This is an optimization exercise on Yosys and OpenROAD, whose aim is small area, a short achievable clock period and few clock cycles, not a production implementation. No run shown here included a check of the RTL's function; only the layout flow was run. Power figures rest on the tool's default switching activity, not on a simulated workload.

--- config.mk ---
export PLATFORM = sky130hd
export DESIGN_NAME = mem_subsystem
export DESIGN_NICKNAME = mem_subsystem
export VERILOG_FILES = /design/flow/design.v
export SDC_FILE = /design/flow/constraint.sdc
export NUM_CORES = 4
export LEC_CHECK = 0
export CAP_MARGIN = 20
export CORE_MARGIN = 2
export CORE_UTILIZATION = 40
export SETUP_SLACK_MARGIN = 3
export SLEW_MARGIN = 20
--- constraint.sdc ---
create_clock -name core_clock -period 7.0 [get_ports {clk_in}]
set_input_delay 1.4000 -clock core_clock [delete_from_list [all_inputs] [get_ports {clk_in}]]
set_output_delay 1.4000 -clock core_clock [all_outputs]
set_load 0.01 [all_outputs]
--- design.v ---
`timescale 1ns/1ps
package mem_req_pkg;
    typedef logic [31:0] addr_t;
    typedef logic [31:0] word_t;
    typedef logic [3:0] tag_t;
    typedef logic [1:0] access_len_t;
    localparam access_len_t LEN_BYTE = 2'd0;
    localparam access_len_t LEN_HALF = 2'd1;
    localparam access_len_t LEN_WORD = 2'd3;
    typedef struct packed {
        addr_t       addr;
        access_len_t len;
        logic        sext;
        tag_t        tag;
    } load_req_t;
    typedef struct packed {
        addr_t       addr;
        word_t       data;
        access_len_t len;
    } store_req_t;
endpackage
`timescale 1ns/1ps
package icache_pkg;
    localparam int OFFSET_BITS = $clog2(8);
    localparam int INDEX_BITS = $clog2(16);
    localparam int TAG_BITS = 18 - INDEX_BITS - OFFSET_BITS;
    typedef logic [8*8-1:0] line_t;
    typedef logic [INDEX_BITS-1:0] index_t;
    typedef logic [TAG_BITS-1:0] cache_tag_t;
endpackage
`timescale 1ns/1ps
module mem_subsystem (
    input  logic        clk_in,
    input  logic        rst_in,
    input  logic        rdy_in,
    input  logic [31:0] fetch_addr,
    output logic        fetch_hit,
    output logic [31:0] fetch_inst,
    input  logic        ld_valid,
    input  logic [31:0] ld_addr,
    input  logic [1:0]  ld_len,
    input  logic        ld_sext,
    input  logic [3:0]  ld_tag_in,
    output logic        ld_full,
    output logic        ld_done,
    output logic [31:0] ld_data,
    output logic [3:0]  ld_tag,
    input  logic        st_valid,
    input  logic [31:0] st_addr,
    input  logic [31:0] st_data,
    input  logic [1:0]  st_len,
    output logic        st_full,
    output logic        st_done,
    input  logic        io_buffer_full,
    input  logic [7:0]  mem_din,
    output logic [7:0]  mem_dout,
    output logic [31:0] mem_a,
    output logic        mem_wr
);
    localparam logic [1:0] M_FETCH = 2'd0;
    localparam logic [1:0] M_LOAD  = 2'd1;
    localparam logic [1:0] M_STORE = 2'd2;
    logic [1:0]  mode;
    logic [17:0] ma;       
    logic [31:0] w;        
    logic [15:0] sa;       
    logic [1:0]  n;        
    logic        dv;       
    logic [1:0]  k;        
    logic [1:0]  last;     
    logic        sext_q;
    logic        st_done_q;
    logic        io_ok;    
    logic        fetch_mode;
    logic        st_io;
    logic        ld_acc;
    logic        st_acc;
    logic        addr_match;
    logic        cap;
    logic        wide_acc;
    logic [1:0]  n_cap;
    logic [1:0]  n_keep;
    logic [17:0] ma_inc;
    logic [17:0] resume;
    logic [31:0] raw;
    assign fetch_mode = (mode == M_FETCH);
    assign st_io = (st_addr[17:16] == 2'b11);
    assign ld_full = !fetch_mode;
    assign st_full = !fetch_mode || ld_valid || (st_io && !io_ok);
    assign ld_acc = fetch_mode && ld_valid;
    assign st_acc = fetch_mode && st_valid && !ld_valid && (io_ok || !st_io);
    assign wide_acc = (ld_acc && ld_len != 2'd0) || (st_acc && st_len != 2'd0);
    assign addr_match = (fetch_addr[17:2] == sa);
    assign cap = dv && addr_match;
    assign fetch_hit = fetch_mode && cap && (n == 2'd3);
    assign fetch_inst = {mem_din, w[23:0]};
    assign n_cap = n + {1'b0, cap};
    assign n_keep = (n_cap == 2'd0 || (cap && n == 2'd3)) ? 2'd0 : 2'd1;
    assign mem_a = {14'd0, ld_acc ? ld_addr[17:0] : st_acc ? st_addr[17:0] : ma};
    assign ma_inc = mem_a[17:0] + 18'd1;
    assign mem_wr = (mode == M_STORE) || st_acc;
    assign mem_dout = fetch_mode ? st_data[7:0] : w[15:8];
    assign st_done = st_done_q;
    assign resume = {fetch_addr[17:2], addr_match ? n : 2'd0};
    assign ld_done = (mode == M_LOAD) && (k == last);
    always_comb begin
        case (last)
            2'd0: raw = {{24{sext_q & mem_din[7]}}, mem_din};
            2'd1: raw = {{16{sext_q & mem_din[7]}}, mem_din, w[31:24]};
            default: raw = {mem_din, w[31:8]};
        endcase
    end
    assign ld_data = raw;
    always_ff @(posedge clk_in) begin
        if (rdy_in) begin
            io_ok <= !io_buffer_full;
        end
    end
    always_ff @(posedge clk_in) begin
        if (rst_in) begin
            mode <= M_FETCH;
            n <= 2'd0;
            dv <= 1'b0;
            st_done_q <= 1'b0;
            sa <= fetch_addr[17:2];
            ma <= {fetch_addr[17:2], 2'b00};
        end else if (rdy_in) begin
            st_done_q <= 1'b0;
            case (mode)
                M_FETCH: begin
                    if (!addr_match) begin
                        sa <= fetch_addr[17:2];
                        n <= 2'd0;
                        dv <= 1'b0;
                        ma <= {fetch_addr[17:2], 2'b00};
                    end else begin
                        if (cap) begin
                            w[n*8 +: 8] <= mem_din;
                            n <= n + 2'd1;
                            if (n == 2'd3) begin
                                sa <= ma[17:2];
                            end
                        end
                        if (ld_acc || st_acc) begin
                            dv <= 1'b0;
                        end else begin
                            dv <= 1'b1;
                            ma <= ma_inc;
                        end
                        if (wide_acc) begin
                            n <= n_keep;
                            if (cap && n == 2'd3) begin
                                sa <= ma[17:2];
                            end
                        end
                    end
                    if (ld_acc) begin
                        mode <= M_LOAD;
                        k <= 2'd0;
                        last <= ld_len;
                        sext_q <= ld_sext;
                        ld_tag <= ld_tag_in;
                        if (ld_len != 2'd0) begin
                            ma <= ma_inc;
                        end
                    end else if (st_acc) begin
                        if (st_len != 2'd0) begin
                            mode <= M_STORE;
                            ma <= ma_inc;
                            w[31:8] <= st_data[31:8];
                            k <= 2'd1;
                            last <= st_len;
                        end else begin
                            st_done_q <= 1'b1;
                        end
                    end
                end
                M_LOAD: begin
                    if (k == last) begin
                        mode <= M_FETCH;
                        if (!addr_match) begin
                            sa <= fetch_addr[17:2];
                            n <= 2'd0;
                            dv <= 1'b0;
                            ma <= {fetch_addr[17:2], 2'b00};
                        end else begin
                            dv <= 1'b1;
                            ma <= ma_inc;
                        end
                    end else begin
                        k <= k + 2'd1;
                        w[31:8] <= {mem_din, w[31:16]};
                        if (k + 2'd1 == last) begin
                            sa <= fetch_addr[17:2];
                            n <= resume[1:0];
                            ma <= resume;
                        end else begin
                            ma <= ma_inc;
                        end
                    end
                end
                default: begin
                    if (k == last) begin
                        mode <= M_FETCH;
                        st_done_q <= 1'b1;
                        sa <= fetch_addr[17:2];
                        n <= resume[1:0];
                        ma <= resume;
                    end else begin
                        k <= k + 2'd1;
                        ma <= ma_inc;
                        w[31:8] <= {8'd0, w[31:16]};
                    end
                end
            endcase
        end
    end
endmodule
--- flow/run.sh ---
#!/bin/bash
# Standard layout, with the port buffers made from the smallest buffer cell.
export BUFFER_PORTS_ARGS="-buffer_cell sky130_fd_sc_hd__buf_1"
bash standard.sh > standard.log 2>&1
--- standard.sh ---
#!/bin/bash
# synth_recipe.tcl (not shown) runs the flow's synth.tcl, then flattens the netlist and writes it again
# the make line also repeats each setting of config.mk as NAME=value (left out here)
make -C /OpenROAD-flow-scripts/flow DESIGN_CONFIG=/design/flow/config.mk WORK_HOME=/design/flow/orfs CLKGATE_MAP_FILE= SYNTH_SCRIPT=/design/flow/synth_recipe.tcl "${@:-finish}"
==> metrics.md, run 1 <==
| Metric | Value |
|---|---|
| Final routed wirelength across all metal layers | 29,400 um |
| Area inside the core boundary | 18,100 um^2 |
| Synthesized area divided by synthesized cell count | 7.95 um^2 |
| Final critical-path share of the clock period | 0.610 |
| Flip-flop and latch count after synthesis | 82 |
| Count of final max-slew check failures | 0 |
| Die extent in x | 141 um |
| Cell-by-cell trace of the critical path | buf_4, xor2_1, nor4_2, and4_4, buf_12, nand2_8, inv_8, nand2_8, nor2_4, buf_6 |
| Startpoint type of the worst setup path | input pin |
| Final WS setup | 2.73 ns |
| Top-level port count | 265 |
| Maximum clock frequency | 0.234 GHz |
| Mean number of vias per cell | 6.15 |
| Unique cell type count in the Yosys netlist | 70 |
| Master cell of the clock root buffer | clkbuf_16 |
| Data arrival time of the critical path | 2.87 ns |
| Gpl congestion | 0.952 |
| Sequential share of the synthesized area | 0.319 |
| Remaining antenna violation count | 0 |
| Maximum level of the CTS H-tree | 3 |
| Required time of the worst setup path | 5.60 ns |
| TritonCTS clock tree | built |
| Detailed-routing iteration count for the pre-antenna-repair pass | 5 |
| Final routed wire length divided by cell count | 21.7 um |
| Run status | complete, no violations |
| Critical path's most frequent cell | nand2_8 |
| Setup_tns | 0 ns |
| Setup slack at placement | 1.87 ns |
| Via count | 8,368 |
| Shortest period the worst path allows | 4.27 ns |
| Vertical die dimension | 141 um |
| Clock network latency to the later pin of the worst-skew pair | 0.36 ns |
| Register cell area after layout | 2390 um^2 |
| Cell area power density | 185 nW/um^2 |
| Slew margin rel. | 0.375 |
| Number of global-route vias before repair | 7,449 |
| Final count of negative-setup-slack endpoints | 0 |
| CP endpoint kind | output pin |
| Unrepaired setup endpoints after global routing | true |
| Multi-input logic area | 4890 um^2 |
| IR drop worst, VDD | 0.000168 V |
| Fill cell instance count of the final layout | 1,753 |
| Post-DP HPWL | 19,400 um |
| Area delta synth->final | 28.1% |
| Largest cells by area after synthesis | edfxtp_1 30%, nand2_1 6.3%, o21ai_0 5.8% |
| Total number of nets in the final design | 1,281 |
| Category of the critical setup timing path | input pin to output pin |
| Clock slew seen by the registers of the worst setup and hold paths | 0.07 ns |
| Proportion of layout cells with a drive suffix above 1 | 0.195 |
| Post-Route Skew | 0.0112 ns |
| Commonest register cell after synthesis | edfxtp_1 |
| Yosys top cell area share | 0.298 |
| Final hold slack | 0.531 ns |
| Fraction of synthesis flops using an asynchronous set or reset pin | 0 |
| Starting density of the core | 0.411 |
| Number of sinks on the clock net | 82 |
| DIE AREA | 19,800 um^2 |
| Number of warnings issued by yosys | 1 |
| Remaining design rule violation count | 0 |
| CP Max Fanout | 6 |
| GRT overflow | 0 |
| Slew at the pin closest to its max-slew limit | 0.937 ns |
| Worst min-delay path class | register to register |
| Number of placement rows | 49 |
| Slowest stage delay, CP | 0.36 ns |
| Wire length of the first global-routing pass | 42,800 um |
| Leak pwr | 0.00380 uW |
| TritonCTS buffer count | 9 |
| Post-synth EDFFs | 74 |
| Number of standard cells after synthesis | 939 |
| Post-route total power | 1770 uW |
| Antenna violations before repair | 1 |
| Number of DRC markers after the initial detailed-route iteration | 729 |
| Cell with the largest stage delay on the worst path | nor4_2 |
| Final hold violations | 0 |
| Pin count of the biggest net entering global routing | 45 |
| Port Buf Inserts | 206 |
| Cell type contributing the most total cell area after synthesis | edfxtp_1 |
| Post-route insts no fill | 1,360 |
| Count of maximum capacitance violations | 0 |
| Post-Syn Area | 7460 um^2 |
| Number of placed instances, taps included | 1,279 |
| Number of buffers on the longest clock path | 2 |
| GR Util All Layers | 0.278 |
final timing paths:
path	startpoint	endpoint	slack, ns	cells after the start
setup reg to reg	mode[1]	ma[10]	3.15	16
setup / recovery	fetch_addr[10]	fetch_hit	2.73	10
hold / removal	st_done_q	st_done_q	0.53	2
hold reg to reg	st_done_q	st_done_q	0.53	2
cell families after synthesis:
logic type / after synthesis / share of synthesized area
adder cells (fa/ha/maj): 6 / 0.0101
AND/OR/NAND/NOR: 339 / 0.222
buffers and inverters: 155 / 0.107
AO/OA/AOI/OAI: 291 / 0.258
other: 1 / 0.000503
XOR/XNOR: 36 / 0.0433
multiplexers: 29 / 0.0389
flip-flops: 82 / 0.319
registers in the layout, summed over array words and instances (netlist names):
signal     count
dv             1
io_ok          1
k              2
last           2
ld_tag         4
ma            18
mode           2
n              2
sa            16
sext_q         1
st_done_q      1
w             32
cell type report:
type	count	share of cell area
clock buffers	9	0.0236
clock inverters	7	0.00812
repair buffers	280	0.162
inverters	31	0.0140
multi-input cells	720	0.512
well taps	229	0.0300
diodes	2	0.000524
flip-flops and latches	82	0.250
synth_stat cells (5+ instances only):
library cell / number
xor2_1: 20
a21oi_1: 60
xnor2_1: 15
o211a_1: 6
or3_1: 7
nor3_1: 22
clkbuf_1: 61
nor2b_1: 5
nor4_1: 11
and3_1: 6
dfxtp_1: 8
o211ai_1: 9
edfxtp_1: 74
o21ai_0: 86
and2_1: 5
inv_1: 29
buf_2: 8
nor2_1: 90
a22o_1: 8
a31oi_1: 5
a221oi_1: 19
a221o_1: 26
a22oi_1: 5
buf_4: 48
nand2_1: 126
ha_1: 6
o31ai_1: 8
a211oi_1: 9
o22ai_1: 21
nand4_1: 7
nand3_1: 25
mux2i_1: 29
routing by layer:
metal | share of wire | GRT usage
met5 | 0 | 0
met4 | 0.038 | 0.116
met1 | 0.40 | 0.366
met2 | 0.48 | 0.457
met3 | 0.089 | 0.0465
power by group:
group,total [uW],switching [uW],internal [uW]
combinational,633,378,256
clock,504,224,280
sequential,634,51.8,582
total,1770,653,1120
per-stage QoR:
step | util | instance area, um^2
finish | 0.526 | 9550
global route | 0.526 | 9550
floorplan | - | 7660
global placement | 0.448 | 8130
CTS | 0.497 | 9010
detailed placement | 0.448 | 8130
layout by cell type (no fill, tap or decap), types with 20 or more instances in the layout:
cell type    n
a21oi_1     56
a221o_1     26
buf_1      171
buf_4       64
edfxtp_1    74
inv_1       22
mux2i_1     28
nand2_1    123
nand3_1     21
nor2_1      86
o21ai_0     82
o22ai_1     20
worst max-delay path, delay by kind of cell:
| kind | cells | cell delay [ns] |
|---|---|---|
| xor+xnor | 1 | 0.15 |
| buf+inv | 4 | 0.44 |
| simple gates | 5 | 0.88 |
repair_timing:
item,4_1_cts,5_1_grt
pin swaps,18,27
resized for setup,79,83
buffers inserted,33,24
gates cloned,6,0
hold buffers,0,0
endpoints found under the setup margin,54,45
endpoints found under the hold margin,0,0
==> run 2: changes to the inputs <==
==> run.sh (new file) <==
#!/bin/bash
# synth_recipe.tcl (not shown) runs the flow's synth.tcl, then flattens the netlist and writes it again
# the make line also repeats each setting of config.mk as NAME=value (left out here)
make -C /OpenROAD-flow-scripts/flow DESIGN_CONFIG=/design/flow/config.mk WORK_HOME=/design/flow/orfs CLKGATE_MAP_FILE= SYNTH_SCRIPT=/design/flow/synth_recipe.tcl finish
removed: flow/run.sh
removed: standard.sh
==> run 2 against run 1 <==
Combinational power is 28% higher. Still clean on timing, DRC and antenna. Cell count is 5.6% higher. Sequential share of layout area is 4.5 points lower. Fmax is 1.6% higher. Die area stayed put. Hold slack worse by 0.024 ns. Sequential cell count stayed put. Clock-buffer cell count stayed put. Global-route usage is 3.9 points higher.
==> metrics.md, run 2 <==
| Metric | Value |
|---|---|
| Run status | complete, no violations |
| Top reg by flops | w |
| Relative contribution of the clock network to total power | 0.244 |
| Sequential share of the synthesized area | 0.319 |
| Clock network latency to the later pin of the worst-skew pair | 0.36 ns |
| Number of placement rows | 49 |
| Data arrival time of the critical path | 2.80 ns |
| Top-level port count | 265 |
| Port Buf Inserts | 206 |
| Setup_tns | 0 ns |
| Slew at the pin closest to its max-slew limit | 0.901 ns |
| Gpl congestion | 0.892 |
| Maximum level of the CTS H-tree | 3 |
| GR Util All Layers | 0.317 |
| Final routed wirelength across all metal layers | 33,400 um |
| Worst Hold Launch | st_done_q |
| Antenna violations before repair | 0 |
| Total number of nets in the final design | 1,359 |
| Critical path's most frequent cell | buf_6 |
| Most common library cell in the layout ignoring fill and taps | clkdlybuf4s50_1 |
| Number of buffers on the longest clock path | 2 |
| FF-to-FF Start | mode[1] |
| GRT overflow | 0 |
| Number of warnings issued by yosys | 1 |
| Die extent in x | 141 um |
| Critical path buffer and inverter count | 7 |
| Internal Pwr Total | 1220 uW |
| Cell area power density | 164 nW/um^2 |
| Wire length of the first global-routing pass | 48,500 um |
| CP endpoint kind | output pin |
| Number of sinks on the clock net | 82 |
| Area inside the core boundary | 18,100 um^2 |
| Vertical die dimension | 141 um |
| Synthesized area divided by synthesized cell count | 7.95 um^2 |
| Clock slew seen by the registers of the worst setup and hold paths | 0.08 ns |
| Number of global-route vias before repair | 8,229 |
| Mean number of vias per cell | 6.19 |
| Pin count of the biggest net entering global routing | 47 |
| Final count of negative-setup-slack endpoints | 0 |
| IR drop worst, VDD | 0.000131 V |
| Post-Route Skew | 0.0167 ns |
| Number of DRC markers after the initial detailed-route iteration | 1,006 |
| Final routed wire length divided by cell count | 23.2 um |
| CP Max Fanout | 5 |
| Most instantiated cells after synthesis | 126 x nand2_1, 90 x nor2_1, 86 x o21ai_0 |
| Slew margin rel. | 0.398 |
| Detailed-routing iteration count for the pre-antenna-repair pass | 6 |
| Largest cells by area after synthesis | edfxtp_1 30%, nand2_1 6.3%, o21ai_0 5.8% |
| Count of maximum capacitance violations | 0 |
| Category of the critical setup timing path | input pin to output pin |
| Flip-flop and latch count after synthesis | 82 |
| Commonest register cell after synthesis | edfxtp_1 |
| Remaining antenna violation count | 0 |
| Count of final max-slew check failures | 0 |
| Final hold violations | 0 |
| Top Family by Delay on Critical Path | buffers and inverters |
| Inserted Diodes | 0 |
| Final hold slack | 0.507 ns |
| Number of flip-flops under the largest register name | 32 |
| Combinational Power Share | 0.424 |
| Unrepaired setup endpoints after global routing | true |
| Startpoint type of the worst setup path | input pin |
| Maximum clock frequency | 0.238 GHz |
| Worst min-delay path class | register to register |
| Cell type contributing the most total cell area after synthesis | edfxtp_1 |
| Leak pwr | 0.00483 uW |
| Master cell of the clock root buffer | clkbuf_16 |
| Largest registers | w x32, ma x18, sa x16 |
| Proportion of total power due to net switching | 0.365 |
| DIE AREA | 19,800 um^2 |
| Shortest period the worst path allows | 4.20 ns |
| Post-DP HPWL | 21,100 um |
| Unique cell type count in the Yosys netlist | 70 |
| Yosys top cell area share | 0.298 |
| Cell-by-cell trace of the critical path | buf_6, and3b_2, buf_12, nor2_4, buf_6, buf_6, buf_6, o22ai_2, a21o_1, inv_2, buf_6 |
| Proportion of layout cells with a drive suffix above 1 | 0.288 |
| Post-synth EDFFs | 74 |
| Area delta synth->final | 56.3% |
| Most used cells in the layout excluding fill and tap cells | 132 x clkdlybuf4s50_1, 122 x nand2_1, 102 x buf_4, 83 x nor2_1, 76 x o21ai_0 |
| TritonCTS buffer count | 9 |
| Starting density of the core | 0.411 |
| Number of standard cells after synthesis | 939 |
| Required time of the worst setup path | 5.60 ns |
| Remaining design rule violation count | 0 |
| Fill cell instance count of the final layout | 1,556 |
| Final critical-path share of the clock period | 0.600 |
| Cell with the largest stage delay on the worst path | and3b_2 |
| Part of the power in registers | 0.332 |
| Setup crit start | st_addr[16] |
| Slowest stage delay, CP | 0.25 ns |
| Switching pwr | 699 uW |
| Most used standard cell by instance count after synthesis | nand2_1 |
| Via count | 8,885 |
| Post-Syn Area | 7460 um^2 |
| TritonCTS clock tree | built |
| Fraction of synthesis flops using an asynchronous set or reset pin | 0 |
run 2: cell counts after synthesis:
Identical to the previous run, type by type.
run 2: worst reg2reg max path, stage by stage, from the launching register on:
cell and delay (ns):
dfxtp_1 0.49, buf_6 0.40, or3b_4 0.32, buf_8 0.16
buf_4 0.12, nor4_4 0.03, or3_4 0.42, buf_4 0.18
nor3b_2 0.32, nand3_1 0.15, xnor2_1 0.31, a21oi_1 0.15
a2111oi_2 0.34, nor3_1 0.09
run 2: per-stage QoR:
stage	power (uW)	setup slack (ns)	utilization	instances	instance area [um^2]
global route	1980	2.78	0.642	1436	11700
global placement	1250	1.12	0.520	1281	9430
CTS	1830	2.85	0.612	1410	11100
floorplan	992	2.77	-	952	7660
detailed placement	1260	1.08	0.520	1281	9430
finish	1920	2.80	0.642	1436	11700
run 2: repair_timing:
item,4_1_cts,5_1_grt
setup buffers,107,24
hold buffers,0,0
endpoints found under the setup margin,96,79
hold endpoints to repair,0,0
gates cloned,6,2
resized for setup,394,100
pin swaps,53,47
run 2: final cells by class:
| cell class | instances | area [um^2] | area share |
|---|---|---|---|
| Multi-Input combinational cell | 718 | 5070 | 0.435 |
| Clock inverter | 7 | 51.3 | 0.00440 |
| Inverter | 31 | 145 | 0.0124 |
| Timing Repair Buffer | 360 | 3500 | 0.300 |
| Sequential cell | 82 | 2380 | 0.204 |
| Clock buffer | 9 | 225 | 0.0193 |
| Tap cell | 229 | 287 | 0.0246 |
run 2: power groups by stage:
stage               clock network [uW]  logic (uW)  registers (uW)
finish                             467         812             636
detailed placement                   0         615             640
global route                       483         859             638
global placement                     0         610             640
floorplan                            0         375             617
CTS                                470         728             631
run 2: worst paths after layout:
kind	endpoint	slack, ns	cells after the start
worst max-delay path	mem_a[14]	2.80	11
worst min-delay path	st_done_q	0.51	2
worst max register to register	ma[7]	3.26	13
worst min register to register	st_done_q	0.51	2
run 2: cell families after synthesis:
group / share of synthesized area
other: 0.000503
buffers and inverters: 0.107
muxes: 0.0389
DFF: 0.319
xor gates and xnor gates: 0.0433
adders and majority gates: 0.0101
AOI/OAI and AO/OA: 0.258
and+or+nand+nor: 0.222
run 2: layer usage:
layer  vias to the layer above  track usage  wire length, um  share of wire
met5                         -            0                0              0
met1                      4188        0.401            12600           0.38
met4                         0        0.134             1620          0.048
met2                       611        0.539            16200           0.49
li1                       3940            -                -              -
met3                       146       0.0537             2920          0.087

==> separate check: timing with driven ports <==
In the flow no input, the clock included, has a driving cell. The finished layouts below were timed again as built, in two steps.
Step 1 assumes that a clkbuf_16 drives the clock port and a buf_2 every other input.
Step 2 also shifts input and output timing later by t, the mid clock arrival at the registers, as if the neighbouring blocks saw the same clock.
Slacks: ideal ports / drivers / drivers and shift; pairs: ideal ports / drivers.
| run | t (ns) | setup WS [ns] | hold slack, ns | worst setup path after step 2 | pins driven straight from the clock port |
|---|---|---|---|---|---|
| run 1 | 0.393 | 2.732 / 2.691 / 2.393 | 0.531 / 0.531 / 0.531 | input to register | 1 |
| run 2 | 0.402 | 2.799 / 2.724 / 2.495 | 0.507 / 0.507 / 0.507 | input to register | 1 |
After both steps setup and hold are still met in every run listed. The setup slack of run 1, which loses most, moves by -0.041 ns with the drivers and by -0.339 ns with both steps.
